Source: an optimization exercise on an open RTL-to-GDS flow (aim: small area, a short achievable clock period and few clock cycles). Production flows keep margins and buffers that such runs may drop.
Only simulation tests tie the RTL to the original design; equivalence was not proved.
Power is estimated from default activity; no workload was simulated.

### flow/run.sh
#!/bin/bash
# synth_recipe.tcl (not shown) runs the flow's synth.tcl, then flattens the netlist and writes it again
# the make line also repeats each setting of config.mk as NAME=value (left out here)
make -C /OpenROAD-flow-scripts/flow DESIGN_CONFIG=/design/flow/config.mk WORK_HOME=/design/flow/orfs CLKGATE_MAP_FILE= SYNTH_SCRIPT=/design/flow/synth_recipe.tcl finish
### flow/config.mk
export PLATFORM = sky130hd
export DESIGN_NAME = rf_pulse_width_capture
export DESIGN_NICKNAME = rf_pulse_width_capture
export VERILOG_FILES = /design/flow/design.v
export SDC_FILE = /design/flow/constraint.sdc
export NUM_CORES = 4
export LEC_CHECK = 0
export ABC_CLOCK_PERIOD_IN_PS = 3000
export CAP_MARGIN = 20
export CORE_MARGIN = 2
export CORE_UTILIZATION = 50
export SETUP_SLACK_MARGIN = 5
export SLEW_MARGIN = 20
### flow/constraint.sdc
create_clock -name core_clock -period 10.0 [get_ports {clk}]
set_input_delay 2.0000 -clock core_clock [delete_from_list [all_inputs] [get_ports {clk}]]
set_output_delay 2.0000 -clock core_clock [all_outputs]
set_load 0.01 [all_outputs]
### flow/design.v
package rfpwc_pkg;
    localparam int PADDR_W = 4;
    localparam int PDATA_W = 32;
    localparam logic [1:0] REG_MIN_WIDTH     = 2'd0;
    localparam logic [1:0] REG_MAX_WIDTH     = 2'd1;
    localparam logic [1:0] REG_SILENCE_LIMIT = 2'd2;
    localparam logic [1:0] REG_MIN_PULSES    = 2'd3;
    localparam logic [11:0] MIN_WIDTH_RST     = 12'd300;
    localparam logic [11:0] MAX_WIDTH_RST     = 12'd2500;
    localparam logic [15:0] SILENCE_LIMIT_RST = 16'd25000;
    localparam logic [9:0]  MIN_PULSES_RST    = 10'd45;
    localparam logic MODE_SAMPLE = 1'b0;
    localparam logic MODE_READ   = 1'b1;
    localparam logic [2:0] KIND_NONE         = 3'd0;
    localparam logic [2:0] KIND_FRAME_READY  = 3'd1;
    localparam logic [2:0] KIND_PULSE        = 3'd2;
    localparam logic [2:0] KIND_FRAME_DROP   = 3'd3;
    localparam logic [2:0] KIND_NOTHING_HELD = 3'd4;
    localparam logic [15:0] TICKS_MAX = 16'hFFFF;
    typedef struct packed {
        logic mode;
        logic pin_level;
    } item_t;
    typedef struct packed {
        logic [2:0]  kind;
        logic [11:0] pulse_width;
        logic        pulse_level;
        logic [9:0]  pulse_count;
        logic        last;
    } result_t;
    typedef struct packed {
        logic [11:0] min_width;
        logic [11:0] max_width;
        logic [15:0] silence_limit;
        logic [9:0]  min_pulses;
    } cfg_t;
    typedef struct packed {
        logic [2:0]  kind;
        logic        wr_en;
        logic        rd_en;
        logic [11:0] width;
        logic        level;
        logic [9:0]  count;
        logic        last;
    } cmd_t;
endpackage
module rfpwc_front #(
    parameter int MAX_PULSES = 128,
    parameter int ADDR_W     = 7
) (
    input  logic               clk,
    input  logic               rst_n,
    input  logic               valid,
    input  logic               go,
    input  rfpwc_pkg::item_t   item,
    input  rfpwc_pkg::cfg_t    cfg,
    output logic               st_we,
    output logic [7:0]         st_lo,
    output logic [15:0]        st_hi,
    output logic [12:0]        st_wdata,
    input  logic [12:0]        st_rdata,
    output logic               res_valid,
    output rfpwc_pkg::result_t res
);
    logic              level_reg;
    logic [15:0]       t_reg, t_next;
    logic [ADDR_W:0]   count_reg;
    logic [ADDR_W-1:0] ptr_reg, ptr_next;   
    logic [7:0]        lo_reg;       
    logic [15:0]       hi_reg;       
    logic              level_next, held_next;
    logic [ADDR_W:0]   count_next;
    logic              held_reg;
    logic              gt_min_reg;   
    logic              lt_max_reg;   
    logic              gt_sil_reg;   
    logic              sample;
    logic              edge_s;
    logic              in_window;
    logic              has_room;
    logic              frame_end;
    logic              enough;
    logic              last;
    logic [ADDR_W-1:0] ptr_inc;
    assign sample    = valid && (item.mode == rfpwc_pkg::MODE_SAMPLE) && !held_reg;
    assign edge_s    = (item.pin_level != level_reg);
    assign in_window = gt_min_reg && lt_max_reg;
    assign has_room  = !count_reg[ADDR_W];
    assign frame_end = (count_reg != '0) && gt_sil_reg;
    assign enough    = ({2'd0, count_reg} >= cfg.min_pulses);
    assign ptr_inc   = ptr_reg + ADDR_W'(1);
    assign last      = ({1'b0, ptr_reg} + (ADDR_W+1)'(1) == count_reg);
    assign st_lo    = lo_reg;
    assign st_hi    = hi_reg;
    assign st_wdata = {t_reg[11:0], level_reg};
    assign st_we    = sample && edge_s && in_window && has_room;
    assign res_valid = valid;
    always_comb
    begin
        res = '0;
        if (item.mode == rfpwc_pkg::MODE_READ)
        begin
            if (!held_reg)
            begin
                res.kind = rfpwc_pkg::KIND_NOTHING_HELD;
            end
            else
            begin
                res.kind        = rfpwc_pkg::KIND_PULSE;
                res.pulse_width = st_rdata[12:1];
                res.pulse_level = st_rdata[0];
                res.pulse_count = 10'(count_reg);
                res.last        = last;
            end
        end
        else if (!held_reg && !edge_s && frame_end)
        begin
            res.kind        = enough ? rfpwc_pkg::KIND_FRAME_READY : rfpwc_pkg::KIND_FRAME_DROP;
            res.pulse_count = 10'(count_reg);
        end
    end
    always_comb
    begin
        t_next = t_reg;
        if (sample)
        begin
            if (edge_s)
            begin
                t_next = 16'd1;
            end
            else if (t_reg != rfpwc_pkg::TICKS_MAX)
            begin
                t_next = t_reg + 16'd1;
            end
        end
    end
    always_ff @(posedge clk or negedge rst_n)
    begin
        if (!rst_n)
        begin
            t_reg      <= 16'd1;
            gt_min_reg <= 1'b0;
            lt_max_reg <= 1'b1;
            gt_sil_reg <= 1'b0;
        end
        else if (go)
        begin
            t_reg      <= t_next;
            gt_min_reg <= (t_next > {4'd0, cfg.min_width});
            lt_max_reg <= (t_next < {4'd0, cfg.max_width});
            gt_sil_reg <= (t_next > cfg.silence_limit);
        end
    end
    always_comb
    begin
        level_next = level_reg;
        count_next = count_reg;
        ptr_next   = ptr_reg;
        held_next  = held_reg;
        if (valid)
        begin
            if (item.mode == rfpwc_pkg::MODE_READ)
            begin
                if (held_reg)
                begin
                    ptr_next = ptr_inc;
                    if (last)
                    begin
                        held_next  = 1'b0;
                        count_next = '0;
                        ptr_next   = '0;
                    end
                end
            end
            else if (!held_reg)
            begin
                if (edge_s)
                begin
                    level_next = item.pin_level;
                    if (in_window && has_room)
                    begin
                        count_next = count_reg + (ADDR_W+1)'(1);
                        ptr_next   = ptr_inc;
                    end
                end
                else if (frame_end)
                begin
                    ptr_next = '0;
                    if (enough)
                    begin
                        held_next = 1'b1;
                    end
                    else
                    begin
                        count_next = '0;
                    end
                end
            end
        end
    end
    always_ff @(posedge clk or negedge rst_n)
    begin
        if (!rst_n)
        begin
            level_reg <= 1'b0;
            count_reg <= '0;
            ptr_reg   <= '0;
            lo_reg    <= 8'd1;
            hi_reg    <= 16'd1;
            held_reg  <= 1'b0;
        end
        else if (go)
        begin
            level_reg <= level_next;
            count_reg <= count_next;
            ptr_reg   <= ptr_next;
            lo_reg    <= 8'd1 << ptr_next[2:0];
            hi_reg    <= 16'd1 << ptr_next[6:3];
            held_reg  <= held_next;
        end
    end
endmodule
module rfpwc_queue (
    input  logic             clk,
    input  logic             rst_n,
    input  logic             item_valid,
    input  rfpwc_pkg::item_t item,
    output logic             item_stall,
    input  logic             pop,
    output logic             head_valid,
    output rfpwc_pkg::item_t head
);
    logic             hv_reg, sv_reg;
    rfpwc_pkg::item_t h_reg, s_reg;
    logic             push;
    logic             take;
    assign item_stall = sv_reg;
    assign push       = item_valid && !sv_reg;
    assign take       = pop && hv_reg;
    assign head_valid = hv_reg;
    assign head       = h_reg;
    always_ff @(posedge clk or negedge rst_n)
    begin
        if (!rst_n)
        begin
            hv_reg    <= 1'b0;
            sv_reg    <= 1'b0;
        end
        else
        begin
            if (!hv_reg || take)
            begin
                hv_reg <= sv_reg || push;
                sv_reg <= sv_reg && push;
            end
            else
            begin
                sv_reg <= sv_reg || push;
            end
        end
    end
    always_ff @(posedge clk)
    begin
        if (!hv_reg || take)
        begin
            h_reg <= sv_reg ? s_reg : item;
        end
        if (!sv_reg || ((!hv_reg || take) && sv_reg))
        begin
            s_reg <= item;
        end
    end
endmodule
module rfpwc_back #(
    parameter int MAX_PULSES = 128,
    parameter int LO_N       = 8,
    parameter int HI_N       = 16
) (
    input  logic                   clk,
    input  logic                   rst_n,
    input  logic                   st_we,
    input  logic [LO_N-1:0]        st_lo,
    input  logic [HI_N-1:0]        st_hi,
    input  logic [12:0]            st_wdata,
    output logic [12:0]            st_rdata,
    input  logic                   res_valid,
    input  rfpwc_pkg::result_t     res,
    output logic                   go,
    output logic                   result_valid,
    input  logic                   result_stall,
    output rfpwc_pkg::result_t     result
);
    logic [12:0]        store_mem [MAX_PULSES];
    logic [MAX_PULSES-1:0] sel;
    rfpwc_pkg::result_t out_reg;
    logic               out_valid_reg;
    always_comb
    begin
        for (int i = 0; i < MAX_PULSES; i++)
        begin
            sel[i] = st_hi[i / LO_N] && st_lo[i % LO_N];
        end
    end
    always_ff @(posedge clk)
    begin
        for (int i = 0; i < MAX_PULSES; i++)
        begin
            if (st_we && sel[i])
            begin
                store_mem[i] <= st_wdata;
            end
        end
    end
    always_comb
    begin
        st_rdata = '0;
        for (int i = 0; i < MAX_PULSES; i++)
        begin
            st_rdata = st_rdata | (store_mem[i] & {13{sel[i]}});
        end
    end
    assign go = !(out_valid_reg && result_stall);
    always_ff @(posedge clk or negedge rst_n)
    begin
        if (!rst_n)
        begin
            out_valid_reg <= 1'b0;
            out_reg       <= '0;
        end
        else if (go)
        begin
            out_valid_reg <= res_valid;
            out_reg       <= res;
        end
    end
    assign result_valid = out_valid_reg;
    assign result       = out_reg;
endmodule
module rf_pulse_width_capture #(
    parameter int MAX_PULSES = 128
) (
    input  logic                              clk,
    input  logic                              rst_n,
    input  logic                              item_valid,
    output logic                              item_stall,
    input  rfpwc_pkg::item_t                  item,
    output logic                              result_valid,
    input  logic                              result_stall,
    output rfpwc_pkg::result_t                result,
    input  logic                              psel,
    input  logic                              penable,
    input  logic                              pwrite,
    input  logic [rfpwc_pkg::PADDR_W-1:0]     paddr,
    input  logic [rfpwc_pkg::PDATA_W-1:0]     pwdata,
    output logic [rfpwc_pkg::PDATA_W-1:0]     prdata,
    output logic                              pready
);
    localparam int ADDR_W = $clog2(MAX_PULSES);
    rfpwc_pkg::cfg_t   cfg_reg;
    logic              cfg_wr;
    logic [1:0]        reg_sel;
    logic [15:0]       rd_sel;
    logic [15:0]       prdata_reg;
    logic              go;
    logic              f_valid;
    rfpwc_pkg::item_t  f_item;
    logic              res_valid;
    rfpwc_pkg::result_t res;
    logic              st_we;
    logic [7:0]        st_lo;
    logic [15:0]       st_hi;
    logic [12:0]       st_wdata;
    logic [12:0]       st_rdata;
    assign pready  = 1'b1;
    assign reg_sel = paddr[3:2];
    assign cfg_wr  = psel && penable && pwrite;
    always_ff @(posedge clk or negedge rst_n)
    begin
        if (!rst_n)
        begin
            cfg_reg.min_width     <= rfpwc_pkg::MIN_WIDTH_RST;
            cfg_reg.max_width     <= rfpwc_pkg::MAX_WIDTH_RST;
            cfg_reg.silence_limit <= rfpwc_pkg::SILENCE_LIMIT_RST;
            cfg_reg.min_pulses    <= rfpwc_pkg::MIN_PULSES_RST;
        end
        else if (cfg_wr)
        begin
            case (reg_sel)
                rfpwc_pkg::REG_MIN_WIDTH:     cfg_reg.min_width     <= pwdata[11:0];
                rfpwc_pkg::REG_MAX_WIDTH:     cfg_reg.max_width     <= pwdata[11:0];
                rfpwc_pkg::REG_SILENCE_LIMIT: cfg_reg.silence_limit <= pwdata[15:0];
                rfpwc_pkg::REG_MIN_PULSES:    cfg_reg.min_pulses    <= pwdata[9:0];
                default: ;
            endcase
        end
    end
    always_comb
    begin
        case (reg_sel)
            rfpwc_pkg::REG_MIN_WIDTH:     rd_sel = {4'd0, cfg_reg.min_width};
            rfpwc_pkg::REG_MAX_WIDTH:     rd_sel = {4'd0, cfg_reg.max_width};
            rfpwc_pkg::REG_SILENCE_LIMIT: rd_sel = cfg_reg.silence_limit;
            default:                      rd_sel = {6'd0, cfg_reg.min_pulses};
        endcase
    end
    always_ff @(posedge clk)
    begin
        prdata_reg <= rd_sel;
    end
    assign prdata = {16'd0, prdata_reg};
    rfpwc_queue u_in (
        .clk        (clk),
        .rst_n      (rst_n),
        .item_valid (item_valid),
        .item       (item),
        .item_stall (item_stall),
        .pop        (go),
        .head_valid (f_valid),
        .head       (f_item)
    );
    rfpwc_front #(
        .MAX_PULSES (MAX_PULSES),
        .ADDR_W     (ADDR_W)
    ) u_front (
        .clk       (clk),
        .rst_n     (rst_n),
        .valid     (f_valid),
        .go        (go),
        .item      (f_item),
        .cfg       (cfg_reg),
        .st_we     (st_we),
        .st_lo     (st_lo),
        .st_hi     (st_hi),
        .st_wdata  (st_wdata),
        .st_rdata  (st_rdata),
        .res_valid (res_valid),
        .res       (res)
    );
    rfpwc_back #(
        .MAX_PULSES (MAX_PULSES),
        .LO_N       (8),
        .HI_N       (16)
    ) u_back (
        .clk          (clk),
        .rst_n        (rst_n),
        .st_we        (st_we),
        .st_lo        (st_lo),
        .st_hi        (st_hi),
        .st_wdata     (st_wdata),
        .st_rdata     (st_rdata),
        .res_valid    (res_valid),
        .res          (res),
        .go           (go),
        .result_valid (result_valid),
        .result_stall (result_stall),
        .result       (result)
    );
endmodule
==> impl_metrics.csv, run 1 <==
group,metric,value,unit
setup_path,reg2reg_depth,10,
timing,rsz0062_at_grt,"false",
finish,drive_gt1_frac,0.163,
clocking,tritoncts_num_sinks,1822,
timing,worst_clock_skew,47.1,ps
clocking,cts_buffers,185,
power_and_ir_drop,power.total,19.5,mW
global_route,grt_max_degree,84,
power_and_ir_drop,leakage,27.3,nW
global_route,grt_usage,0.464,
floorplanning,start_util,0.502,
route,drc,0,
route,dr_total_vias,50190,
route,ant_nets,0,
route,via_per_inst,7.79,
finish,final_net_count,4463,
run,cap_violations,0,
min_path,hold_depth,1,
power_and_ir_drop,irDropWorstVdd,0.229,mV
setup_path,r2r_start,"u_front.lo_reg[0]",
synthesis,yosysMostFrequentCell,"edfxtp_1",
timing,relSlewSlack,0.0717,
synthesis,synth_flop_cell,"edfxtp_1",
floorplanning,dieArea,143000,um^2
setup_path,r2r_slack,4830,ps
finish,fin_area,80000,um^2
setup_path,worstSetupPathType,"reg2reg",
floorplanning,row_count,137,
timing,hold_viol_final,0,
clocking,clk_pin_slew_worst_paths,60,ps
placement,dp.cells,6052,
placement,placed_cell_area,73800,um^2
clocking,cts_tree,"yes",
finish,area_growth,14.6,%
setup_path,end_kind,"flop",
setup_path,crit_top_cell,"buf_4",
setup_path,critPathMaxStageDelay,930,ps
setup_path,r2r_end,"u_back.out_reg[23]",
clocking,cts-root-buf,"clkbuf_16",
timing,worst_pin_slew,1390,ps
setup_path,cp-startpoint,"u_front.lo_reg[0]",
route,drtIter0Drc,12248,
synthesis,synth_area,69800,um^2
synthesis,syn_inst,4148,
timing,finalCritPeriodShare,0.517,
placement,port_buffers,69,
global_route,grt_antenna_before_repair,49,
clocking,clkLatencyLatePin,860,ps
setup_path,startpoint_type,"flop",
synthesis,synth_edf_count,1668,
floorplanning,io_pins,107,
clocking,cts_resized,0,
synthesis,ys_seq_area_frac,0.772,
timing,fmax,193,MHz
finish,utilization,0.575,
synthesis,synthTopCellsByArea,"edfxtp_1 (72%), dfrtp_1 (4.1%), a22o_1 (3.5%)",
synthesis,synth_cell_types,87,
floorplanning,die_x,378,um
setup_path,cp_slowest_cell,"a221oi_1",
timing,period_minus_slack,5170,ps
synthesis,syn_avg_cell_area,16.8,um^2
global_route,grt_pass1_vias,43714,
route,dr.pass1.iters,7,
global_route,grt_pass1_wl,425000,um
synthesis,yosysTopAreaCell,"edfxtp_1",
placement,dp_hpwl,206000,um
clocking,cts.hold.buffers_added,0,
min_path,min_from,"u_back.out_reg[17]",
run_status,outcome,"timing/DRC/antenna clean",
setup_path,path_buf_inv,3,
finish,largest_register_ffs,1664,
floorplanning,die_h,378,um
setup_path,required,10680,ps
synthesis,ys_ff_latch,1822,
synthesis,yosys_warnings,5,
finish,stdcell_count,6441,
placement,gp_congestion,1.06,
clocking,cts_buffer_depth,3,
timing,final_max_slew_viol_count,0,
setup_path,cp_max_fo,27,
synthesis,synthTopCellsByCount,"edfxtp_1 (1668), a22o_1 (277), a22oi_1 (266), clkbuf_1 (241), a221oi_1 (192)",
timing,finalSetupTns,0,ps
synthesis,synth_top_area_frac,0.717,
route,drt-total-wl,333000,um
global_route,grt_overflow,0,
clocking,cts_setup_buffers,0,
setup_path,cp.arrival,5850,ps
route,wire_per_inst,51.7,um
timing,setup_viol,0,
setup_path,cp_top_family,"simple AND/OR/NAND/NOR gates",
power_and_ir_drop,p_per_area,244,nW/um^2
min_path,hold_path_class,"reg2reg",
setup_path,crit_chain,"buf_4 -> and2_1 -> buf_4 -> a221oi_1 -> nand4_1 -> nor3_2 -> nand4_1 -> a2111oi_0 -> buf_4 -> o31ai_1",
synthesis,async_reset_ff_frac,0.0757,
min_path,hold-path-endpoint,"u_back.out_reg[17]",
clocking,ctsHtreeMaxLevel,4,
floorplanning,core,139000,um^2
logic make-up (layout without fill, tap and decap cells):
family                   count (synthesis)  in the layout  synth area share
AO/OA/AOI/OAI                         1143           1143             0.132
flip-flops                            1822           1822             0.772
AND/OR/NAND/NOR                        695            695            0.0539
XOR/XNOR                                20             20           0.00251
other                                    2             63          0.000108
multiplexers                            40             40           0.00801
adder cells (fa/ha/maj)                 51             51           0.00914
buffers and inverters                  375            731            0.0227
metrics by stage:
step / hold slack (ps) / worst slack [ps]
floorplan: 442 / 5250
global placement: 461 / 5150
detailed placement: 465 / 5110
CTS: 478 / 5100
global route: 481 / 5170
finish: 475 / 4830
worst reg2reg max path: stages, from the launching register on:
cell and delay, ps:
dfstp_2 590, buf_4 420, and2_1 410, buf_4 300, a221oi_1 950, nand4_1 390, nor3_2 780, nand4_1 310
a2111oi_0 560, buf_4 250, o31ai_1 60
routing by layer:
| metal | global-route usage | share of wire | up-vias |
|---|---|---|---|
| met3 | 0.238 | 0.18 | 1549 |
| met1 | 0.566 | 0.32 | 24942 |
| met5 | 0 | 0.00056 | - |
| li1 | - | - | 17664 |
| met4 | 0.350 | 0.097 | 24 |
| met2 | 0.622 | 0.40 | 6011 |
worst max-delay path by stage:
stage | end | depth (start not counted)
after floorplan | u_front.gt_sil_reg | 16
after global placement | u_back.out_reg[23] | 11
after detailed placement | u_back.out_reg[23] | 11
after CTS | u_back.out_reg[23] | 11
after global routing | u_front.gt_sil_reg | 15
final | u_back.out_reg[23] | 10
cell usage in the layout (no fill, tap or decap), types with 77 or more instances in the layout:
cell type  Yosys  layout
a221oi_1     192     190
a222oi_1      77      77
a22o_1       277     277
a22oi_1      266     266
and2_1       114     109
buf_4         22     246
clkbuf_16      0     192
dfrtp_1      115      84
edfxtp_1    1668    1668
nand2_1      134     134
nand4_1       95      95
cell type report:
class | count | area (um^2)
repair buffers | 321 | 2590
fillers | 10599 | 59000
inverters | 69 | 259
diodes | 44 | 110
clock buffers | 237 | 5030
well taps | 1876 | 2350
flip-flops and latches | 1822 | 54000
multi-input cells | 1968 | 14700
clock inverters | 104 | 965
where the power goes:
part           switching (mW)  internal, mW
sequential              0.459          8.73
combinational            2.49         0.819
clock                    3.04          3.97
total                    5.99          13.5
Testbench counts, summed over its fixed seeds: cycles 178,936.
==> run 2: changes to the inputs <==
--- a/flow/design.v
+++ b/flow/design.v
@@ -292,19 +292,14 @@
 );
     logic [12:0]        store_mem [MAX_PULSES];
-    logic [MAX_PULSES-1:0] sel;
+    logic [HI_N-1:0]    we_hi;
+    logic [12:0]        col [LO_N];
     rfpwc_pkg::result_t out_reg;
     logic               out_valid_reg;
-    always_comb
-    begin
-        for (int i = 0; i < MAX_PULSES; i++)
-        begin
-            sel[i] = st_hi[i / LO_N] && st_lo[i % LO_N];
-        end
-    end
+    assign we_hi = st_hi & {HI_N{st_we}};
     always_ff @(posedge clk)
     begin
         for (int i = 0; i < MAX_PULSES; i++)
         begin
-            if (st_we && sel[i])
+            if (we_hi[i / LO_N] && st_lo[i % LO_N])
             begin
                 store_mem[i] <= st_wdata;
@@ -315,7 +310,12 @@
     begin
         st_rdata = '0;
-        for (int i = 0; i < MAX_PULSES; i++)
+        for (int k = 0; k < LO_N; k++)
         begin
-            st_rdata = st_rdata | (store_mem[i] & {13{sel[i]}});
+            col[k] = '0;
+            for (int j = 0; j < HI_N; j++)
+            begin
+                col[k] = col[k] | (store_mem[LO_N * j + k] & {13{st_hi[j]}});
+            end
+            st_rdata = st_rdata | (col[k] & {13{st_lo[k]}});
         end
     end
==> flow/flow/run.sh (new file) <==
#!/bin/bash
# The standard layout, with timing repair aimed at a tighter setup target
# than the 10 ns clock: the flow's SDC and clock are left as they are.
set -euo pipefail
bash standard.sh SETUP_SLACK_MARGIN=6.5 finish > flow.log 2>&1
==> flow/standard.sh (new file) <==
#!/bin/bash
# synth_recipe.tcl (not shown) runs the flow's synth.tcl, then flattens the netlist and writes it again
# the make line also repeats each setting of config.mk as NAME=value (left out here)
make -C /OpenROAD-flow-scripts/flow DESIGN_CONFIG=/design/flow/config.mk WORK_HOME=/design/flow/orfs CLKGATE_MAP_FILE= SYNTH_SCRIPT=/design/flow/synth_recipe.tcl "${@:-finish}"
--- a/flow/config.mk
+++ b/flow/config.mk
@@ -6,8 +6,9 @@
 export NUM_CORES = 4
 export LEC_CHECK = 0
-export ABC_CLOCK_PERIOD_IN_PS = 3000
 export CAP_MARGIN = 20
 export CORE_MARGIN = 2
 export CORE_UTILIZATION = 50
-export SETUP_SLACK_MARGIN = 5
+export CTS_BUF_LIST = sky130_fd_sc_hd__clkbuf_16
+export CTS_CLUSTER_DIAMETER = 100
+export CTS_CLUSTER_SIZE = 20
 export SLEW_MARGIN = 20
removed: flow/run.sh
==> run 2 against run 1 <==
  * Global-route usage shrank 17 points
  * Core utilization shrank 1.7 points
  * Sequential share of layout area grew 3.1 points
  * Power shrank 16%
  * Critical path type unchanged
  * Sequential power shrank 2.8%
  * Highest routed layer unchanged
  * Critical path depth shrank 3
  * Clock skew shrank 14 ps
  * Synthesized cell count shrank 4.9%
==> impl_metrics.csv, run 2 <==
group,metric,value,unit
run_status,outcome,"timing/DRC/antenna clean",
timing,relSlewSlack,0.210,
setup_path,cp_slowest_cell,"o21ai_0",
placement,port_buffers,69,
synthesis,ys_ff_latch,1822,
floorplanning,core,137000,um^2
clocking,ctsHtreeMaxLevel,3,
power_and_ir_drop,seq_power_share,0.543,
route,wire_per_inst,36.3,um
clocking,tritoncts_num_sinks,1822,
timing,fin_ws,6430,ps
timing,fmax,280,MHz
route,via_per_inst,6.94,
synthesis,synthTopCellsByCount,"edfxtp_1 (1668), a22o_1 (373), a221oi_1 (352), clkbuf_1 (201), a22oi_1 (172)",
synthesis,yosysMostFrequentCell,"edfxtp_1",
global_route,grt_usage,0.296,
setup_path,cp.arrival,4220,ps
route,drt-total-wl,213000,um
power_and_ir_drop,irDropWorstVdd,0.201,mV
synthesis,yosysTopAreaCell,"edfxtp_1",
timing,finalSetupTns,0,ps
route,dr.pass1.iters,6,
route,drtIter0Drc,6116,
setup_path,end_kind,"flop",
route,ant_nets,0,
floorplanning,row_count,136,
timing,setup_viol,0,
global_route,grt_antenna_before_repair,11,
finish,final_common_cell,"edfxtp_1",
finish,drive_gt1_frac,0.144,
setup_path,cp-startpoint,"u_front.hi_reg[14]",
route,dr_total_vias,40813,
clocking,cts-root-buf,"clkbuf_16",
placement,dp_hpwl,106000,um
setup_path,startpoint_type,"flop",
synthesis,yosys_warnings,6,
finish,utilization,0.558,
power_and_ir_drop,intPower,11.6,mW
power_and_ir_drop,leakage,26.6,nW
power_and_ir_drop,p_sw_frac,0.297,
placement,dp.cells,5603,
synthesis,synth_cell_types,89,
clocking,clkLatencyLatePin,760,ps
finish,final_cell_mix,"edfxtp_1 (1668), a22o_1 (372), a221oi_1 (338), a22oi_1 (172), nand4_1 (128)",
power_and_ir_drop,power_frac_comb,0.195,
setup_path,crit_top_cell,"a22o_1",
floorplanning,dieArea,141000,um^2
finish,stdcell_count,5878,
timing,worst_clock_skew,33.3,ps
clocking,cts_buffers,101,
setup_path,required,10660,ps
setup_path,worstSetupPathType,"reg2reg",
finish,area_growth,11.2,%
synthesis,syn_inst,3946,
floorplanning,start_util,0.502,
clocking,cts_tree,"yes",
setup_path,critPathMaxStageDelay,900,ps
timing,worst_pin_slew,1180,ps
synthesis,ys_seq_area_frac,0.783,
synthesis,synth_edf_count,1668,
synthesis,synthTopCellsByArea,"edfxtp_1 (73%), a22o_1 (4.7%), a221oi_1 (4.5%)",
synthesis,synth_area,68800,um^2
route,drc,0,
power_and_ir_drop,clock_power_share,0.262,
floorplanning,io_pins,107,
global_route,grt_overflow,0,
synthesis,syn_avg_cell_area,17.4,um^2
clocking,cts_buffer_depth,3,
synthesis,synth_top_area_frac,0.728,
timing,finalCritPeriodShare,0.357,
timing,rsz0062_at_grt,"true",
global_route,grt_pass1_wl,295000,um
min_path,hold_path_class,"reg2reg",
synthesis,synth_flop_cell,"edfxtp_1",
finish,final_net_count,4119,
floorplanning,die_h,375,um
min_path,min_from,"u_front.lo_reg[3]",
global_route,grt_max_degree,123,
power_and_ir_drop,p_switching,4.88,mW
power_and_ir_drop,power.total,16.4,mW
global_route,grt_pass1_vias,38666,
finish,largest_register_ffs,1664,
synthesis,async_reset_ff_frac,0.0757,
setup_path,crit_chain,"buf_6 -> a22o_1 -> a221oi_1 -> nand3_1 -> o21ai_0 -> nand4_1 -> a22o_1",
timing,hold_viol_final,0,
clocking,clk_pin_slew_worst_paths,90,ps
placement,place_ws,4770,ps
setup_path,r2r_start,"u_front.hi_reg[14]",
run,cap_violations,0,
floorplanning,die_x,375,um
timing,final_max_slew_viol_count,0,
timing,period_minus_slack,3570,ps
placement,gp_congestion,0.814,
power_and_ir_drop,p_per_area,215,nW/um^2
setup_path,cp_max_fo,36,
==> run 2: path summary, 6_finish.rpt <==
path                                 endpoint  slack (ps)  cells after the start
max                        u_back.out_reg[19]        6430                      7
min                         u_front.lo_reg[3]         490                      2
max reg2reg                u_back.out_reg[19]        6430                      7
min reg2reg                 u_front.lo_reg[3]         490                      2
max in group asynchronous   u_front.level_reg        7250                      2
min in group asynchronous         u_in.sv_reg        1260                      1
==> run 2: what timing repair did <==
action / in CTS / in global routing
hold buffers: 0 / 0
setup buffers: 67 / 34
endpoints found under the setup margin: 1721 / 42
hold endpoints to repair: 0 / 0
pin swaps: 24 / 50
gates cloned: 7 / 3
resized for setup: 271 / 58
==> run 2: per-layer routing <==
layer | share of wire | GRT usage | wire, um
met1 | 0.39 | 0.425 | 83800
met3 | 0.11 | 0.0579 | 22600
met2 | 0.47 | 0.464 | 100000
met4 | 0.031 | 0.0879 | 6720
met5 | 0.00028 | 0 | 59
==> run 2: cell type report <==
class | instances | area [um^2]
clock inverters | 59 | 303
well taps | 1794 | 2240
fillers | 10422 | 60500
multi-input cells | 1786 | 14200
inverters | 60 | 225
diodes | 3 | 7.51
clock buffers | 102 | 2550
repair buffers | 252 | 2970
flip-flops and latches | 1822 | 54000
==> run 2: critical path: cells and delay by family, from the launching register on <==
kind                   cells  cell delay [ps]
and+or+nand+nor            2              670
buffers and inverters      1              340
DFF                        1              690
AOI/OAI and AO/OA          4             1730
==> run 2: through the flow <==
step	hold slack (ps)	instance area, um^2
floorplan	442	69000
global placement	466	71400
detailed placement	473	71400
CTS	497	75900
global route	512	76500
finish	492	76500
==> run 2: kinds of logic (layout without fill, tap and decap cells) <==
kind of cell             Yosys count  after routing  synth area share
AND/OR/NAND/NOR                  532            532            0.0423
buffers and inverters            355            473            0.0225
XOR/XNOR                          21             21           0.00267
AO/OA/AOI/OAI                   1130           1130             0.133
multiplexers                      32             32           0.00678
adder cells (fa/ha/maj)           52             52           0.00942
flip-flops                      1822           1822             0.783
other                              2             22          0.000109
==> run 2: power groups by stage <==
stage                     Combinational (mW)  Sequential [mW]  Clock, mW
after global placement                  2.42             9.27          0
after detailed placement                2.44             9.28          0
after floorplan                         1.30             9.12          0
final                                   3.21             8.93       4.30
after global routing                    3.35             8.94       4.57
after CTS                               2.99             8.94       4.32
Testbench counts of run 2, summed over its fixed seeds: cycles 178,936.
==> run 3: changes to the inputs <==
==> flow/flow/run.sh (replaced) <==
#!/bin/bash
# The standard layout, with timing repair aimed at a tighter setup target
# than the 10 ns clock: the flow's SDC and clock are left as they are.
set -euo pipefail
bash standard.sh SETUP_SLACK_MARGIN=6.8 finish > flow.log 2>&1
==> run 3 against run 2 <==
  * Core utilization grew 0.72 points
  * Combinational power about the same
  * Highest routed layer unchanged
  * Design area rose by 1.3%
  * Clock skew increased by 12 ps
==> impl_metrics.csv, run 3 <==
group,metric,value,unit
run_status,outcome,"timing/DRC/antenna clean",
setup_path,crit_chain,"buf_16 -> ha_4 -> nand3_4 -> or3_4 -> o21ai_4 -> buf_12 -> mux2i_4 -> nor2_4 -> ha_4 -> nor2b_1 -> o21a_1 -> o21a_1 -> o21bai_1 -> a21oi_1 -> a211o_1 -> o31ai_2 -> a31oi_1",
placement,dp.cells,5597,
route,wire_per_inst,37.4,um
clocking,cts_buffers,101,
timing,final_max_slew_viol_count,0,
route,dr_total_vias,41231,
synthesis,syn_avg_cell_area,17.4,um^2
clocking,cts_buffer_depth,3,
finish,final_net_count,4165,
clocking,clkLatencyLatePin,770,ps
finish,fillCellCount,10368,
synthesis,async_reset_ff_frac,0.0757,
power_and_ir_drop,power.total,16.5,mW
floorplanning,start_util,0.502,
placement,port_buffers,69,
route,drc,0,
placement,dp_hpwl,105000,um
synthesis,ys_seq_area_frac,0.783,
placement,gp_congestion,0.807,
global_route,grtUsageMet2,0.478,
setup_path,cp.arrival,4230,ps
setup_path,worstSetupPathType,"reg2reg",
global_route,use_met1,0.439,
min_path,hold_path_class,"reg2reg",
run,cap_violations,0,
global_route,met3_usage,0.0603,
timing,fin_ws,6390,ps
floorplanning,row_count,136,
synthesis,syn_inst,3946,
finish,final_cell_mix,"edfxtp_1 (1668), a22o_1 (372), a221oi_1 (307), a22oi_1 (169), nand4_1 (128)",
timing,relSlewSlack,0.234,
finish,final_common_cell,"edfxtp_1",
synthesis,synthTopCellsByArea,"edfxtp_1 (73%), a22o_1 (4.7%), a221oi_1 (4.5%)",
clocking,cts-root-buf,"clkbuf_16",
finish,stdcell_count,5912,
global_route,grt_antenna_before_repair,13,
global_route,grt_pass1_vias,38842,
global_route,grt-busiest-layer,"met2",
power_and_ir_drop,leakage,27.1,nW
timing,hold_viol_final,0,
timing,fmax,277,MHz
route,drt-total-wl,221000,um
floorplanning,die_h,375,um
route,drtIter0Drc,6263,
setup_path,cp_slowest_cell,"dfstp_4",
global_route,grt_overflow,0,
finish,area_growth,12.6,%
synthesis,synth_area,68800,um^2
clocking,clk_pin_slew_worst_paths,90,ps
setup_path,critPathMaxStageDelay,670,ps
timing,worst_clock_skew,45.4,ps
timing,worst_pin_slew,1140,ps
synthesis,synth_edf_count,1668,
setup_path,cp_max_fo,4,
power_and_ir_drop,irDropWorstVdd,0.177,mV
finish,largest_register_ffs,1664,
synthesis,synth_flop_cell,"edfxtp_1",
setup_path,end_kind,"flop",
floorplanning,io_pins,107,
route,dr.pass1.iters,7,
power_and_ir_drop,p_per_area,213,nW/um^2
clocking,cts_tree,"yes",
timing,setup_viol,0,
timing,rsz0062_at_grt,"true",
route,via_per_inst,6.97,
synthesis,yosysTopAreaCell,"edfxtp_1",
timing,period_minus_slack,3610,ps
clocking,ctsHtreeMaxLevel,3,
synthesis,yosysMostFrequentCell,"edfxtp_1",
synthesis,synth_top_area_frac,0.728,
global_route,grt_pass1_wl,304000,um
route,ant_nets,0,
timing,finalSetupTns,0,ps
global_route,grt_max_degree,113,
floorplanning,core,137000,um^2
timing,finalCritPeriodShare,0.361,
placement,place_ws,4900,ps
clocking,tritoncts_num_sinks,1822,
setup_path,required,10620,ps
floorplanning,die_x,375,um
setup_path,startpoint_type,"flop",
global_route,grt_usage,0.308,
synthesis,synth_cell_types,89,
finish,drive_gt1_frac,0.174,
synthesis,yosys_warnings,6,
synthesis,ys_ff_latch,1822,
floorplanning,dieArea,141000,um^2
synthesis,synthTopCellsByCount,"edfxtp_1 (1668), a22o_1 (373), a221oi_1 (352), clkbuf_1 (201), a22oi_1 (172)",
run 3: logic make-up after synthesis:
| logic type | after synthesis | share of synthesized area |
|---|---|---|
| flops | 1822 | 0.783 |
| compound gates | 1130 | 0.133 |
| simple gates | 532 | 0.0423 |
| buf+inv | 355 | 0.0225 |
| fa+ha+maj | 52 | 0.00942 |
| mux | 32 | 0.00678 |
| xor+xnor | 21 | 0.00267 |
| other cells | 2 | 0.000109 |
run 3: timing repair:
item,CTS,global route
setup buffers,117,26
endpoints found under the hold margin,0,0
endpoints found under the setup margin,1785,188
pin swaps,41,55
gates cloned,17,3
resized for setup,447,103
hold buffers,0,0
run 3: final cells by class:
type	instances	area, um^2	area share
multi-input combinational	1787	14400	0.185
timing repair buffer	297	3790	0.0490
clock inverter	46	220	0.00284
sequential	1822	54000	0.697
inverter	60	225	0.00291
clock buffer	104	2600	0.0336
antenna	2	5.00	0.0000646
tap	1794	2240	0.0290
run 3: final timing paths:
check	from	endpoint	slack, ps	cells past startpoint
setup / recovery	u_front.t_reg[0]	u_front.gt_min_reg	6390	17
max in group asynchronous	rst_n	cfg_reg[12]	7310	2
setup reg to reg	u_front.t_reg[0]	u_front.gt_min_reg	6390	17
min in group asynchronous	rst_n	u_back.out_reg[2]	1270	1
hold / removal	u_back.out_reg[26]	u_back.out_reg[26]	500	2
hold reg to reg	u_back.out_reg[26]	u_back.out_reg[26]	500	2
run 3: worst max-delay path, delay by kind of cell, from the launching register on:
family                     cells  cell delay (ps)
AOI/OAI and AO/OA              8             1220
and+or+nand+nor                4              720
DFF                            1              670
adders and majority gates      2              370
buffers and inverters          2              260
muxes                          1              230
run 3: routing by layer:
layer / routed length [um] / up-vias / share of wire
met1: 86900 / 21583 / 0.39
met3: 23900 / 378 / 0.11
met2: 102000 / 2599 / 0.46
li1: - / 16661 / -
met4: 8490 / 10 / 0.038
met5: 65 / - / 0.00029
run 3: power breakdown:
part | switching [mW] | internal (mW) | total, mW | leakage [nW]
sequential | 0.276 | 8.71 | 8.99 | 18.5
clock | 2.42 | 1.88 | 4.30 | 1.53
combinational | 2.13 | 1.06 | 3.19 | 7.07
total | 4.83 | 11.6 | 16.5 | 27.1
run 3: metrics by stage:
stage	util	instance area [um^2]	hold WS, ps
CTS	0.559	76600	497
floorplan	-	69000	442
global route	0.566	77500	535
detailed placement	0.520	71300	477
finish	0.566	77500	500
global placement	0.520	71300	463
==> run 4: changes to the inputs <==
==> flow/flow/run.sh (replaced) <==
#!/bin/bash
# The standard layout, with timing repair aimed at a tighter setup target
# than the 10 ns clock: the flow's SDC and clock are left as they are.
set -euo pipefail
bash standard.sh SETUP_SLACK_MARGIN=6.5 finish > flow.log 2>&1
--- a/flow/config.mk
+++ b/flow/config.mk
@@ -8,7 +8,7 @@
 export CAP_MARGIN = 20
 export CORE_MARGIN = 2
-export CORE_UTILIZATION = 50
+export CORE_UTILIZATION = 60
 export CTS_BUF_LIST = sky130_fd_sc_hd__clkbuf_16
 export CTS_CLUSTER_DIAMETER = 100
-export CTS_CLUSTER_SIZE = 20
+export CTS_CLUSTER_SIZE = 25
 export SLEW_MARGIN = 20
==> run 4 against run 3 <==
  * Still clean on timing, DRC and antenna
  * Power is 4.0% lower
  * Non-clock buffer count decreased by 58
  * Design area decreased by 3.1%
  * First-iteration DRC count shrank 5.4%
  * Core utilization rose by 9.3 points
  * Synthesized cell count is the same
  * Wire length fell by 2.2%
  * Clock skew down 13 ps
  * Global-route usage is 5.1 points higher
  * Hold slack improved by 4.4 ps
  * Sequential cell count did not move
  * Critical path type unchanged
  * Highest routed layer unchanged
==> impl_metrics.csv, run 4 <==
group,metric,value,unit
run_status,outcome,"timing/DRC/antenna clean",
synthesis,ys_ff_latch,1822,
clocking,ctsHtreeMaxLevel,3,
timing,rsz0062_at_grt,"true",
global_route,grt_max_degree,97,
min_path,min_from,"u_back.out_reg[26]",
floorplanning,dieArea,117000,um^2
synthesis,synth_flop_cell,"edfxtp_1",
finish,utilization,0.659,
floorplanning,start_util,0.603,
power_and_ir_drop,irDropWorstVdd,0.172,mV
route,wire_per_inst,38.9,um
synthesis,synth_edf_count,1668,
floorplanning,row_count,124,
synthesis,syn_avg_cell_area,17.4,um^2
clocking,cts.hold.buffers_added,0,
synthesis,synth_xor_area_frac,0.00267,
placement,dp_hpwl,107000,um
route,dr.pass1.iters,8,
synthesis,synth_compound_area_frac,0.133,
timing,setup_viol,0,
finish,largest_register_ffs,1664,
placement,port_buffers,69,
synthesis,yosysTopAreaCell,"edfxtp_1",
setup_path,cp.arrival,4150,ps
synthesis,yosysMostFrequentCell,"edfxtp_1",
timing,fmax,280,MHz
synthesis,async_reset_ff_frac,0.0757,
route,drc,0,
timing,hold_viol_final,0,
timing,fin_ws,6430,ps
synthesis,yosys.area_share.simple,0.0423,
clocking,tritoncts_num_sinks,1822,
route,drt-total-wl,216000,um
synthesis,syn_inst,3946,
min_path,hold_depth,2,
clocking,cts_buffers,82,
global_route,grt_overflow,0,
run,cap_violations,0,
placement,gp_congestion,0.855,
finish,final_net_count,4090,
synthesis,ys_seq_area_frac,0.783,
synthesis,synthTopCellsByArea,"edfxtp_1 (73%), a22o_1 (4.7%), a221oi_1 (4.5%)",
timing,final_max_slew_viol_count,0,
timing,worst_clock_skew,32.6,ps
clocking,clkLatencyLatePin,700,ps
setup_path,r2r_start,"u_front.hi_reg[10]",
timing,period_minus_slack,3570,ps
clocking,cts_buffer_depth,3,
global_route,grt_pass1_vias,39203,
synthesis,yosys_warnings,6,
min_path,hold_path_class,"reg2reg",
global_route,grt_pass1_wl,295000,um
synthesis,synthTopCellsByCount,"edfxtp_1 (1668), a22o_1 (373), a221oi_1 (352), clkbuf_1 (201), a22oi_1 (172)",
finish,final_common_cell,"edfxtp_1",
synthesis,synth_cell_types,89,
synthesis,synth_area,68800,um^2
timing,relSlewSlack,0.229,
floorplanning,io_pins,107,
clocking,cts_tree,"yes",
floorplanning,die_x,343,um
route,dr_total_vias,41276,
synthesis,synth_top_area_frac,0.728,
setup_path,cp_max_fo,27,
power_and_ir_drop,p_per_area,211,nW/um^2
timing,finalCritPeriodShare,0.357,
global_route,grt_usage,0.360,
power_and_ir_drop,leakage,26.3,nW
floorplanning,die_h,343,um
timing,finalSetupTns,0,ps
setup_path,end_kind,"flop",
route,drtIter0Drc,5927,
setup_path,required,10580,ps
synthesis,synth_top_family_by_area,"compound AO/OA/AOI/OAI gates",
setup_path,worstSetupPathType,"reg2reg",
floorplanning,core,114000,um^2
setup_path,startpoint_type,"flop",
placement,place_ws,4830,ps
global_route,grt_antenna_before_repair,6,
clocking,cts-root-buf,"clkbuf_16",
route,ant_nets,0,
finish,final_cell_mix,"edfxtp_1 (1668), a22o_1 (371), a221oi_1 (344), a22oi_1 (171), nand4_1 (128)",
finish,drive_gt1_frac,0.133,
setup_path,reg2reg_depth,8,
setup_path,cp-startpoint,"u_front.hi_reg[10]",
finish,area_growth,9.17,%
clocking,clk_pin_slew_worst_paths,110,ps
timing,worst_pin_slew,1160,ps
synthesis,synth_fa_ha_area_frac,0.00942,
route,via_per_inst,7.44,
synthesis,synth.area.mux_share,0.00678,
## run 4: cell types whose count changed in the layout (fill, tap and decap cells not counted), sizes merged, moves of 3 or more
cell / change
buf: -92
bufbuf: -9
clkbuf: -20
dlygate4sd2: +42
inv: -3
## run 4: power by group
part / total (mW) / internal (mW) / leakage, nW / switching [mW]
logic: 3.08 / 0.955 / 6.57 / 2.13
registers: 8.95 / 8.71 / 18.5 / 0.238
clock network: 3.79 / 1.53 / 1.25 / 2.26
## run 4: worst paths after layout
kind | slack [ps] | endpoint
max | 6430 | u_back.out_reg[15]
min | 500 | u_back.out_reg[26]
max reg2reg | 6430 | u_back.out_reg[15]
min reg2reg | 500 | u_back.out_reg[26]
max in group asynchronous | 7540 | u_front.hi_reg[4]
min in group asynchronous | 1280 | u_in.sv_reg
## run 4: kinds of logic (layout without fill, tap and decap cells)
kind of cell               count (synthesis)  after routing
AOI/OAI and AO/OA                       1130           1130
xor gates and xnor gates                  21             21
adders and majority gates                 52             52
buffers and inverters                    355            424
DFF                                     1822           1822
muxes                                     32             32
other                                      2             22
and+or+nand+nor                          532            535
## run 4: worst max-delay path, stage by stage, from the launching register on
cell	delay, ps
dfrtp_4	670
buf_4	380
a22o_1	260
a221oi_1	230
nand4_1	420
a22o_4	420
a221oi_4	310
nand4_1	370
a22o_1	320
## run 4: per-layer routing
metal	global-route usage	part of all wire	routed length, um	vias to the layer above
li1	-	-	-	16488
met1	0.509	0.37	79800	21434
met2	0.575	0.47	103000	2913
met3	0.0627	0.12	25000	435
met4	0.121	0.041	8780	6
met5	0	0.00019	41	-
## run 4: through the flow
step / hold slack (ps) / total power, mW / instances / cell area (um^2)
floorplan: 442 / 10.4 / 3963 / 69000
finish: 505 / 15.8 / 5550 / 75100
detailed placement: 485 / 11.6 / 5316 / 70900
global route: 522 / 16.2 / 5547 / 75100
global placement: 470 / 11.6 / 5316 / 70900
CTS: 510 / 15.6 / 5517 / 74600
## run 4: area by class of cell
class	instances	area (um^2)
antenna	3	7.51
clock buffer	84	2100
clock inverter	41	171
fill	7615	38900
inverter	60	225
multi-input combinational	1789	13900
sequential	1822	54000
tap	1512	1890
timing repair buffer	239	2760
## run 4: timing repair
item / in CTS / in global routing
hold endpoints to repair: 0 / 0
pin swaps: 18 / 22
buffers inserted: 67 / 27
cloned: 9 / 3
resized for setup: 229 / 29
endpoints found under the setup margin: 1789 / 1434
==> run 5: changes to the inputs <==
==> flow/flow/run.sh (replaced) <==
#!/bin/bash
# The standard layout, with timing repair aimed at a tighter setup target
# than the 10 ns clock: the flow's SDC and clock are left as they are.
set -euo pipefail
bash standard.sh SETUP_SLACK_MARGIN=6.2 finish > flow.log 2>&1
--- a/flow/config.mk
+++ b/flow/config.mk
@@ -8,5 +8,5 @@
 export CAP_MARGIN = 20
 export CORE_MARGIN = 2
-export CORE_UTILIZATION = 60
+export CORE_UTILIZATION = 55
 export CTS_BUF_LIST = sky130_fd_sc_hd__clkbuf_16
 export CTS_CLUSTER_DIAMETER = 100
==> run 5 against run 4 <==
  * Still clean
  * Power fell by 1.7%
  * Via count fell by 3.3%
  * Clock power rose by 1%
  * Count of clock-buffer cells in the layout did not move
  * Synthesized cell count did not move
  * Sequential cell count did not move
  * Hold slack got worse by 1.4 ps
  * Critical path type unchanged
  * Critical endpoint is now u_back.out_reg[17]
==> impl_metrics.csv, run 5 <==
group,metric,value,unit
placement,gp_congestion,0.845,
setup_path,reg2reg_depth,8,
synthesis,ys_ff_latch,1822,
route,drc,0,
timing,hold_slack,503,ps
synthesis,yosysMostFrequentCell,"edfxtp_1",
timing,period_minus_slack,3830,ps
route,dr.pass1.iters,8,
floorplanning,row_count,129,
finish,area_growth,8.25,%
global_route,grt_max_degree,113,
route,drtIter0Drc,5499,
power_and_ir_drop,p_per_area,209,nW/um^2
synthesis,yosysTopAreaCell,"edfxtp_1",
clocking,clkLatencyLatePin,710,ps
min_path,hold_path_class,"reg2reg",
run,cap_violations,0,
global_route,grt_pass1_vias,38611,
timing,finalCritPeriodShare,0.383,
route,dr_total_vias,39909,
synthesis,synth_top_area_frac,0.728,
setup_path,end_kind,"flop",
finish,final_net_count,4038,
timing,setup_viol,0,
route,ant_nets,0,
placement,placed_cell_area,71000,um^2
synthesis,synthTopCellsByArea,"edfxtp_1 (73%), a22o_1 (4.7%), a221oi_1 (4.5%)",
synthesis,ys_seq_area_frac,0.783,
timing,fin_ws,6170,ps
power_and_ir_drop,leakage,25.8,nW
setup_path,cp_slowest_cell,"dfrtp_4",
placement,port_buffers,69,
timing,final_max_slew_viol_count,0,
finish,utilization,0.601,
global_route,grt_usage,0.313,
clocking,cts_buffer_depth,3,
route,met3WireLength,20300,um
min_path,hold_depth,2,
synthesis,synth_area,68800,um^2
global_route,grt_antenna_before_repair,9,
setup_path,cp.depth,8,
setup_path,startpoint_type,"flop",
synthesis,synth_edf_count,1668,
timing,rsz0062_at_grt,"true",
setup_path,required,10590,ps
floorplanning,die_h,358,um
setup_path,crit_chain,"buf_4 -> buf_6 -> a22o_1 -> a221oi_1 -> nand4_1 -> a221oi_4 -> nand4_1 -> a22o_1",
timing,hold_viol_final,0,
synthesis,syn_inst,3946,
finish,final_common_cell,"edfxtp_1",
setup_path,worstSetupPathType,"reg2reg",
power_and_ir_drop,irDropWorstVdd,0.204,mV
clocking,cts_buffers,82,
clocking,ctsHtreeMaxLevel,3,
setup_path,cp_top_family,"compound AO/OA/AOI/OAI gates",
floorplanning,dieArea,128000,um^2
finish,drive_gt1_frac,0.102,
power_and_ir_drop,power.total,15.6,mW
clocking,cts_tree,"yes",
finish,fin_area,74500,um^2
timing,worst_pin_slew,1160,ps
timing,relSlewSlack,0.226,
route,via_per_inst,7.08,
synthesis,synthTopCellsByCount,"edfxtp_1 (1668), a22o_1 (373), a221oi_1 (352), clkbuf_1 (201), a22oi_1 (172)",
finish,stdcell_count,5634,
global_route,grt_overflow,0,
clocking,clk_pin_slew_worst_paths,100,ps
placement,place_ws,4860,ps
route,drt-total-wl,203000,um
route,wl_met2,95200,um
setup_path,cp_max_fo,41,
synthesis,synth_flop_cell,"edfxtp_1",
placement,dp.cells,5436,
finish,fillCellCount,9017,
floorplanning,start_util,0.555,
floorplanning,die_x,358,um
route,wire_per_inst,36.0,um
finish,final_cell_mix,"edfxtp_1 (1668), a22o_1 (373), a221oi_1 (345), a22oi_1 (171), nand4_1 (128)",
timing,worst_clock_skew,24.4,ps
run_status,outcome,"timing/DRC/antenna clean",
placement,dp_hpwl,105000,um
setup_path,path_buf_inv,2,
route,top_layer,"met5",
clocking,tritoncts_num_sinks,1822,
clocking,cts-root-buf,"clkbuf_16",
setup_path,critPathMaxStageDelay,650,ps
setup_path,cp.arrival,4420,ps
floorplanning,core,124000,um^2
floorplanning,io_pins,107,
route,wl_met1,80000,um
global_route,grt_pass1_wl,283000,um
synthesis,syn_avg_cell_area,17.4,um^2
timing,fmax,261,MHz
synthesis,yosys_warnings,6,
finish,largest_register_ffs,1664,
timing,finalSetupTns,0,ps
synthesis,async_reset_ff_frac,0.0757,
synthesis,synth_cell_types,89,
-- run 5: final cells by class --
cell class / instances / area (um^2) / share of cell area
flip-flops and latches: 1822 / 54000 / 0.725
multi-input cells: 1787 / 13800 / 0.186
clock buffers: 84 / 2100 / 0.0282
well taps: 1637 / 2050 / 0.0275
repair buffers: 189 / 2030 / 0.0272
clock inverters: 54 / 246 / 0.00331
inverters: 60 / 229 / 0.00307
diodes: 1 / 2.50 / 0.0000336
-- run 5: what timing repair did --
action,CTS,global route
pin swaps,4,5
resized for setup,98,24
buffers inserted,26,29
endpoints found under the setup margin,1641,723
hold buffers,0,0
cloned,1,0
-- run 5: layer usage --
layer | global-route usage | up-vias
met2 | 0.496 | 2306
met4 | 0.104 | 6
li1 | - | 16388
met3 | 0.0583 | 304
met1 | 0.443 | 20905
met5 | 0 | -
-- run 5: cells by family after synthesis --
family / synth area share
and+or+nand+nor: 0.0423
buffers and inverters: 0.0225
other: 0.000109
DFF: 0.783
adders and majority gates: 0.00942
xor gates and xnor gates: 0.00267
muxes: 0.00678
AOI/OAI and AO/OA: 0.133
-- run 5: worst reg2reg max path, stage by stage (launching register included) --
cell and delay (ps):
dfrtp_4 650, buf_4 350, buf_6 350, a22o_1 320, a221oi_1 220, nand4_1 490
a221oi_4 590, nand4_1 410, a22o_1 350
-- run 5: worst paths after layout --
| check | slack [ps] | to | start |
|---|---|---|---|
| setup / recovery | 6170 | u_back.out_reg[17] | u_front.hi_reg[1] |
| hold / removal | 500 | u_front.lo_reg[5] | u_front.lo_reg[5] |
| setup reg to reg | 6170 | u_back.out_reg[17] | u_front.hi_reg[1] |
| hold reg to reg | 500 | u_front.lo_reg[5] | u_front.lo_reg[5] |
| max in group asynchronous | 7200 | u_front.hi_reg[9] | rst_n |
| min in group asynchronous | 1320 | cfg_reg[30] | rst_n |
-- run 5: power by group --
| group | switching, mW | leakage (nW) | internal (mW) | total (mW) |
|---|---|---|---|---|
| Combinational | 1.89 | 5.97 | 0.827 | 2.72 |
| Sequential | 0.301 | 18.5 | 8.70 | 9.00 |
| Clock | 2.29 | 1.32 | 1.55 | 3.83 |
==> run 6: changes to the inputs <==
--- a/flow/design.v
+++ b/flow/design.v
@@ -361,5 +361,4 @@
     logic [1:0]        reg_sel;
     logic [15:0]       rd_sel;
-    logic [15:0]       prdata_reg;
     logic              go;
     logic              f_valid;
@@ -404,9 +403,5 @@
         endcase
     end
-    always_ff @(posedge clk)
-    begin
-        prdata_reg <= rd_sel;
-    end
-    assign prdata = {16'd0, prdata_reg};
+    assign prdata = {16'd0, rd_sel};
     rfpwc_queue u_in (
         .clk        (clk),
==> flow/flow/run.sh (replaced) <==
#!/bin/bash
# The standard layout, with timing repair aimed at a tighter setup target
# than the 10 ns clock: the flow's SDC and clock are left as they are.
set -euo pipefail
bash standard.sh SETUP_SLACK_MARGIN=5.4 finish > flow.log 2>&1
--- a/flow/config.mk
+++ b/flow/config.mk
@@ -8,7 +8,7 @@
 export CAP_MARGIN = 20
 export CORE_MARGIN = 2
-export CORE_UTILIZATION = 55
+export CORE_UTILIZATION = 40
 export CTS_BUF_LIST = sky130_fd_sc_hd__clkbuf_16
 export CTS_CLUSTER_DIAMETER = 100
-export CTS_CLUSTER_SIZE = 25
+export CTS_CLUSTER_SIZE = 20
 export SLEW_MARGIN = 20
==> run 6 against run 5 <==
  * Still clean
  * Synthesized cell count down 0.10%
  * Core utilization down 16 points
  * Synthesized area fell by 0.38%
  * Combinational power grew 21%
  * Fmax shrank 20%
  * Wire length is 3.1% lower
  * Register-to-register slack worse by 620 ps
  * Critical path type is now in2out
  * Largest cell class unchanged
  * Largest power group unchanged
==> impl_metrics.csv, run 6 <==
group,metric,value,unit
global_route,grt_usage,0.220,
finish,final_net_count,4013,
synthesis,yosysMostFrequentCell,"edfxtp_1",
floorplanning,row_count,151,
setup_path,startpoint_type,"input pin",
finish,area_growth,9.02,%
synthesis,syn_avg_cell_area,17.4,um^2
clocking,cts-root-buf,"clkbuf_16",
power_and_ir_drop,clock_power_share,0.258,
setup_path,r2r_start,"u_front.level_reg",
route,drc,0,
setup_path,cp_slowest_cell,"mux4_2",
min_path,hold_path_class,"reg2reg",
timing,rsz0062_at_grt,"true",
placement,port_buffers,69,
synthesis,async_reset_ff_frac,0.0764,
global_route,grt_max_degree,102,
clocking,clkLatencyLatePin,790,ps
route,drt-total-wl,197000,um
run_status,outcome,"timing/DRC/antenna clean",
placement,gp_congestion,0.799,
synthesis,synth_cell_types,83,
setup_path,crit_chain,"buf_16 -> mux4_2 -> buf_6",
synthesis,synth_flop_cell,"edfxtp_1",
clocking,tritoncts_num_sinks,1806,
floorplanning,die_x,418,um
clocking,cts_tree,"yes",
finish,multi_input_area,13700,um^2
timing,hold_viol_final,0,
finish,final_cell_mix,"edfxtp_1 (1668), a22o_1 (379), a221oi_1 (356), a22oi_1 (160), and3_1 (139)",
setup_path,cp.arrival,2810,ps
run,cap_violations,0,
synthesis,syn_inst,3942,
clocking,ctsHtreeMaxLevel,3,
floorplanning,io_pins,107,
timing,finalCritPeriodShare,0.481,
finish,final_common_cell,"edfxtp_1",
timing,setup_viol,0,
setup_path,end_kind,"output pin",
timing,worst_clock_skew,62.3,ps
setup_path,cp-startpoint,"paddr[2]",
setup_path,cp_max_fo,7,
global_route,grt_pass1_wl,280000,um
clocking,cts_buffer_depth,3,
timing,period_minus_slack,4810,ps
timing,final_max_slew_viol_count,0,
finish,fillCellCount,14672,
setup_path,cp_top_family,"multiplexers",
timing,worst_pin_slew,1230,ps
route,drtIter0Drc,4682,
floorplanning,dieArea,175000,um^2
min_path,min_from,"u_front.lo_reg[2]",
route,ant_nets,0,
power_and_ir_drop,irDropWorstVdd,0.182,mV
timing,relSlewSlack,0.180,
clocking,clk_pin_slew_worst_paths,80,ps
route,via_per_inst,6.37,
global_route,grt_antenna_before_repair,4,
route,dr_total_vias,39483,
timing,fmax,208,MHz
setup_path,r2r_slack,5550,ps
synthesis,yosysTopAreaCell,"edfxtp_1",
setup_path,critPathMaxStageDelay,540,ps
synthesis,ys_seq_area_frac,0.782,
power_and_ir_drop,seq_power_share,0.544,
power_and_ir_drop,power.total,16.6,mW
synthesis,yosys_warnings,6,
power_and_ir_drop,p_per_area,222,nW/um^2
global_route,grt_pass1_vias,37891,
power_and_ir_drop,leakage,25.2,nW
synthesis,synth_edf_count,1668,
clocking,cts_buffers,100,
finish,largest_register_ffs,1664,
power_and_ir_drop,p_switching,5.16,mW
synthesis,synthTopCellsByCount,"edfxtp_1 (1668), a22o_1 (379), a221oi_1 (356), clkbuf_1 (207), a22oi_1 (160)",
synthesis,synthTopCellsByArea,"edfxtp_1 (73%), a22o_1 (4.8%), a221oi_1 (4.5%)",
route,wire_per_inst,31.7,um
floorplanning,start_util,0.404,
global_route,grt_overflow,0,
synthesis,synth_area,68500,um^2
floorplanning,die_h,418,um
placement,dp_hpwl,106000,um
synthesis,ys_ff_latch,1806,
power_and_ir_drop,p_sw_frac,0.311,
setup_path,worstSetupPathType,"in2out",
power_and_ir_drop,intPower,11.5,mW
power_and_ir_drop,power_frac_comb,0.199,
route,dr.pass1.iters,5,
finish,seq_area,53700,um^2
setup_path,path_buf_inv,2,
timing,finalSetupTns,0,ps
floorplanning,core,170000,um^2
finish,drive_gt1_frac,0.0834,
synthesis,synth_top_area_frac,0.731,
clocking,cts.hold.buffers_added,0,
setup_path,required,8000,ps
## run 6: cell types whose count changed after synthesis, moves of 12 or more
cell | previous run | this run
a21oi_1 | 25 | 41
a22oi_1 | 172 | 160
dfxtp_1 | 16 | 0
nor3_1 | 20 | 7
a32o_1 | 16 | 1
o21ai_0 | 106 | 85
o31ai_1 | 14 | 33
## run 6: routing by layer
layer,global-route usage,routed length (um),vias to the layer above
li1,-,-,16374
met1,0.320,83000,20882
met2,0.347,91400,2001
met3,0.0362,17400,222
met4,0.0550,4930,4
met5,0,30,-
## run 6: power by group through the flow
stage	logic (mW)	registers (mW)	clock network (mW)
detailed placement	3.24	9.19	0
CTS	3.26	9.02	4.30
floorplan	1.83	8.93	0
global placement	3.21	9.18	0
finish	3.30	9.03	4.28
global route	3.47	9.05	4.56
## run 6: final timing paths
kind | to | depth (start not counted)
max in group asynchronous | u_front.t_reg[5] | 2
min reg2reg | u_front.lo_reg[2] | 2
min in group asynchronous | u_in.hv_reg | 1
max | prdata[6] | 3
max reg2reg | u_back.store_mem[52][6] | 6
min | u_front.lo_reg[2] | 2
## run 6: cell type report
type | count | share of cell area
well taps | 2218 | 0.0371
inverters | 54 | 0.00271
flip-flops and latches | 1806 | 0.718
clock inverters | 64 | 0.00475
diodes | 2 | 0.0000670
multi-input cells | 1798 | 0.183
clock buffers | 100 | 0.0335
repair buffers | 157 | 0.0208
## run 6: per-stage QoR
step                hold slack (ps)  instances   util  worst slack (ps)  cell area, um^2
floorplan                       486       3959      -              5220            68700
global placement                465       6018  0.422              3740            71600
detailed placement              476       6019  0.422              3780            71600
CTS                             496       6194  0.440              5200            74700
global route                    536       6197  0.440              5180            74700
finish                          494       6199  0.440              5190            74700
## run 6: kinds of logic after synthesis
| kind of cell | synth area share |
|---|---|
| buf+inv | 0.0208 |
| fa+ha+maj | 0.00931 |
| flops | 0.782 |
| mux | 0.00845 |
| compound gates | 0.135 |
| xor+xnor | 0.00256 |
| simple gates | 0.0423 |
| other cells | 0.000110 |
## run 6: what timing repair did
action / CTS / global route
gates cloned: 2 / 0
endpoints found under the setup margin: 17 / 22
pin swaps: 0 / 1
gates resized for setup: 104 / 6
setup buffers: 9 / 3
## run 6: worst register-to-register path: cells and delay by family (launching register included)
kind,cells,cell delay (ps)
xor+xnor,1,510
buf+inv,2,1230
simple gates,3,1640
flops,1,690
Testbench counts of run 6, summed over its fixed seeds: cycles 178,936.

## separate check: timing with driven ports
The results above use ideal ports. As a check the final layouts listed here were re-extracted and re-timed, cells and wires unchanged. Step 1 (the two cells are an assumption about what drives the block):
set clk [get_ports {clk}]
set_driving_cell -lib_cell sky130_fd_sc_hd__clkbuf_16 $clk
set_driving_cell -lib_cell sky130_fd_sc_hd__buf_2 [delete_from_list [all_inputs] $clk]
Step 2 times the ports against the registers' clock, not the clock port: input delays grow and output delays shrink by t, the midpoint of the rising clock arrivals with the driver on. Three values: no drivers, after step 1, after step 2; two values: the first two.
run | shift t [ns] | setup slack, ns | slew at the worst register clock pin (ns)
run 1 | 0.908 | 4.825 / 4.825 / 4.825 | 0.07 / 0.07
run 2 | 0.821 | 6.435 / 6.435 / 5.942 | 0.10 / 0.10
run 3 | 0.829 | 6.393 / 6.393 / 6.042 | 0.09 / 0.09
run 4 | 0.764 | 6.432 / 6.432 / 5.949 | 0.11 / 0.11
run 5 | 0.781 | 6.174 / 6.159 / 5.821 | 0.10 / 0.10
run 6 | 0.837 | 5.192 / 5.012 / 5.012 | 0.09 / 0.09
After both steps setup and hold are still met in every run listed. For run 2, which loses most, drivers alone change the setup slack by 0.000 ns; drivers and shift together by -0.493 ns.
